From an optimization exercise on the open Yosys and OpenROAD flow, aimed at small area, a short achievable clock period and few clock cycles per item; shortcuts taken in it are not production practice.
In this exercise RTL edits were held to simulation tests only and were not proved equivalent to the original.
Power and IR drop assume default switching activity.

==> design/flow/design.v <==
module asm #(
  parameter int DW = 8,
  parameter int CW = 18
) (
  input  logic          CLK,
  input  logic          RST_N,
  input  logic          RxD_data_in_ready,
  input  logic [DW-1:0] RxD_data_in,
  output logic          load_ready,
  output logic          data_valid_out,
  output logic [CW-1:0] c_data,
  output logic [1:0]    c_row,
  output logic [1:0]    c_col
);
  typedef enum logic [1:0] {LOAD, COMPUTE, OUTPUT} state_t;
  state_t        state, state_nxt;
  logic [4:0]    byte_cnt;
  logic [3:0]    step;
  logic [3:0]    idx;
  logic [DW-1:0] a_mat [16];
  logic [DW-1:0] b_mat [16];
  logic [DW-1:0] a_feed [4];
  logic [DW-1:0] b_feed [4];
  logic [DW-1:0] a_pipe [4][4];
  logic [DW-1:0] b_pipe [4][4];
  logic [CW-1:0] acc [4][4];
  logic          start;
  logic          computing;
  assign start     = (state == LOAD) && RxD_data_in_ready && (byte_cnt == 5'd31);
  assign computing = (state == COMPUTE);
  always_ff @(posedge CLK or negedge RST_N) begin
    if (!RST_N) state <= LOAD;
    else        state <= state_nxt;
  end
  always_comb begin
    state_nxt      = state;
    load_ready     = 1'b0;
    data_valid_out = 1'b0;
    c_row          = idx[3:2];
    c_col          = idx[1:0];
    c_data         = '0;
    case (state)
      LOAD: begin
        load_ready = 1'b1;
        if (start) state_nxt = COMPUTE;
      end
      COMPUTE: begin
        if (step == 4'd9) state_nxt = OUTPUT;
      end
      OUTPUT: begin
        data_valid_out = 1'b1;
        c_data         = acc[idx[3:2]][idx[1:0]];
        if (idx == 4'd15) state_nxt = LOAD;
      end
      default: state_nxt = LOAD;
    endcase
  end
  always_ff @(posedge CLK or negedge RST_N) begin
    if (!RST_N) begin
      byte_cnt <= '0;
      step     <= '0;
      idx      <= '0;
    end else begin
      if (state == LOAD && RxD_data_in_ready) byte_cnt <= byte_cnt + 5'd1;
      if (start)                              step <= '0;
      else if (computing)                     step <= (step == 4'd9) ? 4'd0 : step + 4'd1;
      if (state == OUTPUT)                    idx <= idx + 4'd1;
    end
  end
  always_ff @(posedge CLK or negedge RST_N) begin
    if (!RST_N) begin
      for (int i = 0; i < 16; i++) begin
        a_mat[i] <= '0;
        b_mat[i] <= '0;
      end
    end else if (state == LOAD && RxD_data_in_ready) begin
      if (!byte_cnt[4]) a_mat[byte_cnt[3:0]] <= RxD_data_in;
      else              b_mat[byte_cnt[3:0]] <= RxD_data_in;
    end
  end
  always_comb begin
    for (int i = 0; i < 4; i++) begin
      a_feed[i] = '0;
      b_feed[i] = '0;
      if (computing && step >= 4'(i) && (step - 4'(i)) < 4'd4) begin
        a_feed[i] = a_mat[{2'(i), 2'(step - 4'(i))}];
        b_feed[i] = b_mat[{2'(step - 4'(i)), 2'(i)}];
      end
    end
  end
  for (genvar gi = 0; gi < 4; gi++) begin : g_row
    for (genvar gj = 0; gj < 4; gj++) begin : g_col
      logic [DW-1:0] a_in, b_in, a_q, b_q;
      logic [CW-1:0] a_ext, b_ext, prod, acc_q;
      if (gj == 0) begin : g_left
        assign a_in = a_feed[gi];
      end else begin : g_inner_a
        assign a_in = a_pipe[gi][gj-1];
      end
      if (gi == 0) begin : g_top
        assign b_in = b_feed[gj];
      end else begin : g_inner_b
        assign b_in = b_pipe[gi-1][gj];
      end
      assign a_ext = {{(CW-DW){1'b0}}, a_in};
      assign b_ext = {{(CW-DW){1'b0}}, b_in};
      assign prod = a_ext * b_ext;
      always_ff @(posedge CLK or negedge RST_N) begin
        if (!RST_N) begin
          a_q   <= '0;
          b_q   <= '0;
          acc_q <= '0;
        end else if (start) begin
          a_q   <= '0;
          b_q   <= '0;
          acc_q <= '0;
        end else if (computing) begin
          a_q   <= a_in;
          b_q   <= b_in;
          acc_q <= acc_q + prod;
        end
      end
      assign a_pipe[gi][gj] = a_q;
      assign b_pipe[gi][gj] = b_q;
      assign acc[gi][gj]    = acc_q;
    end
  end
endmodule
==> design/flow/run.sh <==
#!/bin/bash
# synth_recipe.tcl (not shown) runs the flow's synth.tcl, then flattens the netlist and writes it again
# the make line also repeats each setting of config.mk as NAME=value (left out here)
make -C /OpenROAD-flow-scripts/flow DESIGN_CONFIG=/design/flow/config.mk WORK_HOME=/design/flow/orfs CLKGATE_MAP_FILE= SYNTH_SCRIPT=/design/flow/synth_recipe.tcl finish
==> design/flow/config.mk <==
export PLATFORM = sky130hd
export DESIGN_NAME = asm
export DESIGN_NICKNAME = asm
export VERILOG_FILES = /design/flow/design.v
export SDC_FILE = /design/flow/constraint.sdc
export NUM_CORES = 4
export LEC_CHECK = 0
export CAP_MARGIN = 20
export CORE_MARGIN = 2
export CORE_UTILIZATION = 40
export SLEW_MARGIN = 20
==> design/flow/constraint.sdc <==
create_clock -name core_clock -period 8.0 [get_ports {CLK}]
set_input_delay 1.6000 -clock core_clock [delete_from_list [all_inputs] [get_ports {CLK}]]
set_output_delay 1.6000 -clock core_clock [all_outputs]
set_load 0.01 [all_outputs]
==> results.cfg <==
[run_status]
status = finished clean

[die]
num_io_pins = 35
die-area_um2 = 187000
coreArea_um2 = 183000
initial_core_util = 0.402
row_count = 157
die_y_um = 432
die_w_um = 432

[cells_and_area]
syn_to_final_growth_pct = 7.71
nFillCells = 17586
drive_gt1_frac = 0.0782
utilization = 0.433
final_common_cell = inv_1
finalNetCount = 8944
regArea_um2 = 18800
final_cell_mix = inv_1, nand2_1, fa_1
fin_cells = 9943
multiInputGateArea_um2 = 47800

[power_and_ir_drop]
report.power.total_uw = 29100
ir_worst_vdd_v = 0.000499
p_leak_uw = 0.0402
powerDensity_nw_per_um2 = 368

[global_route]
grt_usage = 0.237
antenna_found_initial = 11
first_global_vias = 55929
grt_pass1_wl_mm = 340
grt_max_degree = 146
grt_overflow_total = 0

[critical_path]
cp-start-kind = flip-flop
crit_arrival_ns = 7.59
crit_required_ns = 8.60
crit_type = flip-flop to flip-flop
endpoint_kind = flip-flop
cp_max_fo = 31

[timing]
period_share = 0.873
skew_ns = 0.0482
tightest_slew_ns = 1.16
setup_tns_ns = 0
drv_slew = 0
slew_headroom = 0.225
setup_viol = 0
layout_setup_ws_ns = 1.01
max_freq_mhz = 143
fin_crit_ns = 6.99
rsz0062_at_grt = no
final_hold_viol_count = 0

[clock_tree]
postCtsHoldBufs = 0
clk_path_buf_depth = 3
tritoncts = yes
cts.htree.levels = 3
cts.repair.resized = 0
cts_root_buf = clkbuf_16
clkTransAtPathRegs_ns = 0.06
postCtsSetupBuffers = 0
insertion_delay_ns = 0.76
cts_buffers = 89
cts.sinks = 751

[flow_run]
maxCapViolCount = 0

[synth]
ys_types = 77
netlist_area_um2 = 73400
syn_avg_cell_area_um2 = 9.53
async_flop_share = 1.00
yosys_warnings = 8
synth-seq-cells = 751
syn_inst = 7697
synth_flop_cell = dfrtp_1
syn_nets = 9161
synth_edf_count = 0
synth_seq_area_share = 0.256

[detailed_routing]
vias_per_cell = 5.45
final_antenna_net_count = 0
vias = 54143
post-route-drc-count = 0
dr.pass1.iters = 6
first_iter_violations = 4271
avgRoutedWirePerCell_um = 21.9
routed_wl_mm = 218

[place]
place_congestion = 0.984
io_buffer_count = 34
dp_cells = 9774
dp_slack_ns = 1.11
dp_hpwl_mm = 168

[worst_hold_path]
hp-class = flip-flop to flip-flop
flip-flops by register name, summed over array words and instances, names as in the netlist:
signal	flops
a_mat	128
b_mat	128
byte_cnt	5
g_row.g_col.a_q	96
g_row.g_col.acc_q	288
g_row.g_col.b_q	96
idx	4
state	2
step	4
stage by stage:
step	hold slack, ns	instance area [µm²]
2_1_floorplan	0.451	73400
3_3_place_gp	0.468	75800
3_5_place_dp	0.482	75800
6_report	0.497	79000
4_1_cts	0.493	79000
5_1_grt	0.500	79000
report_power, final:
group / total [µW] / switching, µW / leakage [µW] / internal (µW)
logic: 16500 / 9780 / 0.0290 / 6750
clock network: 4540 / 1870 / 0.00158 / 2680
registers: 8020 / 2650 / 0.00958 / 5370
total: 29100 / 14300 / 0.0402 / 14800
metal layers:
metal,track usage,vias to the layer above,share of wire
met4,0.112,4,0.056
met2,0.377,1598,0.46
met1,0.314,27764,0.42
met3,0.0411,423,0.064
li1,-,24354,-
met5,0,-,0.00011
area by class of cell:
type	count	area share
antenna	3	0.0000950
clock buffer	127	0.0329
clock inverter	39	0.00812
inverter	1405	0.0667
multi-input combinational	5129	0.604
sequential	751	0.238
tap	2385	0.0378
timing repair buffer	104	0.0120
synth_stat cells, types with 45 or more instances:
cell type / number / area (µm²)
a22o_1: 88 / 771
xor2_1: 90 / 788
a21oi_1: 224 / 1120
a21o_1: 168 / 1260
fa_1: 800 / 16000
dfrtp_1: 751 / 18800
xnor2_1: 87 / 762
mux4_2: 66 / 1490
o21ai_0: 314 / 1570
ha_1: 653 / 8170
a22oi_1: 45 / 338
and2_1: 505 / 3160
o22ai_1: 87 / 544
mux2_2: 269 / 3030
nand2_1: 960 / 3600
nand3_1: 81 / 405
nor2b_1: 74 / 463
inv_1: 1405 / 5270
buf_1: 53 / 199
clkbuf_1: 332 / 1250
nor2_1: 137 / 514
path summary, 6_finish.rpt:
kind / startpoint / slack [ns] / cells past startpoint / to
setup / recovery: step[1] / 1.01 / 22 / g_row[0].g_col[2].acc_q[13]
hold / removal: g_row[3].g_col[1].acc_q[17] / 0.50 / 1 / g_row[3].g_col[1].acc_q[17]
setup reg to reg: step[1] / 1.01 / 22 / g_row[0].g_col[2].acc_q[13]
hold reg to reg: g_row[3].g_col[1].acc_q[17] / 0.50 / 1 / g_row[3].g_col[1].acc_q[17]
max in group asynchronous: RST_N / 5.48 / 3 / b_mat[11][2]
min in group asynchronous: RST_N / 0.90 / 1 / a_mat[0][0]
worst max-delay path: stages (launching register included):
cell      delay (ns)
dfrtp_4         0.73
inv_1           0.14
ha_1            0.27
a211oi_1        0.19
a21o_1          0.11
nand3_1         0.57
nor2b_1         0.84
nand2_1         0.17
fa_1            0.53
inv_1           0.06
fa_1            0.48
fa_1            0.54
inv_1           0.05
fa_1            0.47
inv_1           0.04
ha_1            0.31
o21a_1          0.13
o31a_1          0.20
nor2_1          0.07
o21ai_0         0.44
a21oi_1         0.17
xor2_1          0.20
o22ai_1         0.11
cell families (layout without fill, tap and decap cells):
family | after synthesis | after routing | share of synthesized area
simple gates | 1923 | 1923 | 0.125
buf+inv | 1817 | 1675 | 0.0937
fa+ha+maj | 1453 | 1453 | 0.330
compound gates | 1226 | 1226 | 0.110
flops | 751 | 751 | 0.256
mux | 350 | 350 | 0.0636
xor+xnor | 177 | 177 | 0.0211
other cells | 0 | 3 | 0
Testbench counts, summed over its fixed seeds: cycles 7,424, items 128.

[static timing again, ports no longer ideal]
Ports are ideal in the flow. The routed layout listed here was re-timed in OpenROAD. Step 1, drivers: a clkbuf_16 drives CLK and a buf_2 each remaining input, both assumed. Step 2 moves the port delays by t, midway between the first and last clock arrival at a register: inputs arrive t later, outputs are due t later. That takes back most of the time a late clock gives input paths. a / b / c = ideal / step 1 / step 2; a / b = the first two.
t (ns): 0.819
setup WS [ns]: 1.014 / 1.014 / 1.014
worst slew at a driven data input, ns: 0.09
After both steps this run still meets setup and hold. The setup slack of this run moves by 0.000 ns with the drivers and by 0.000 ns with both steps.
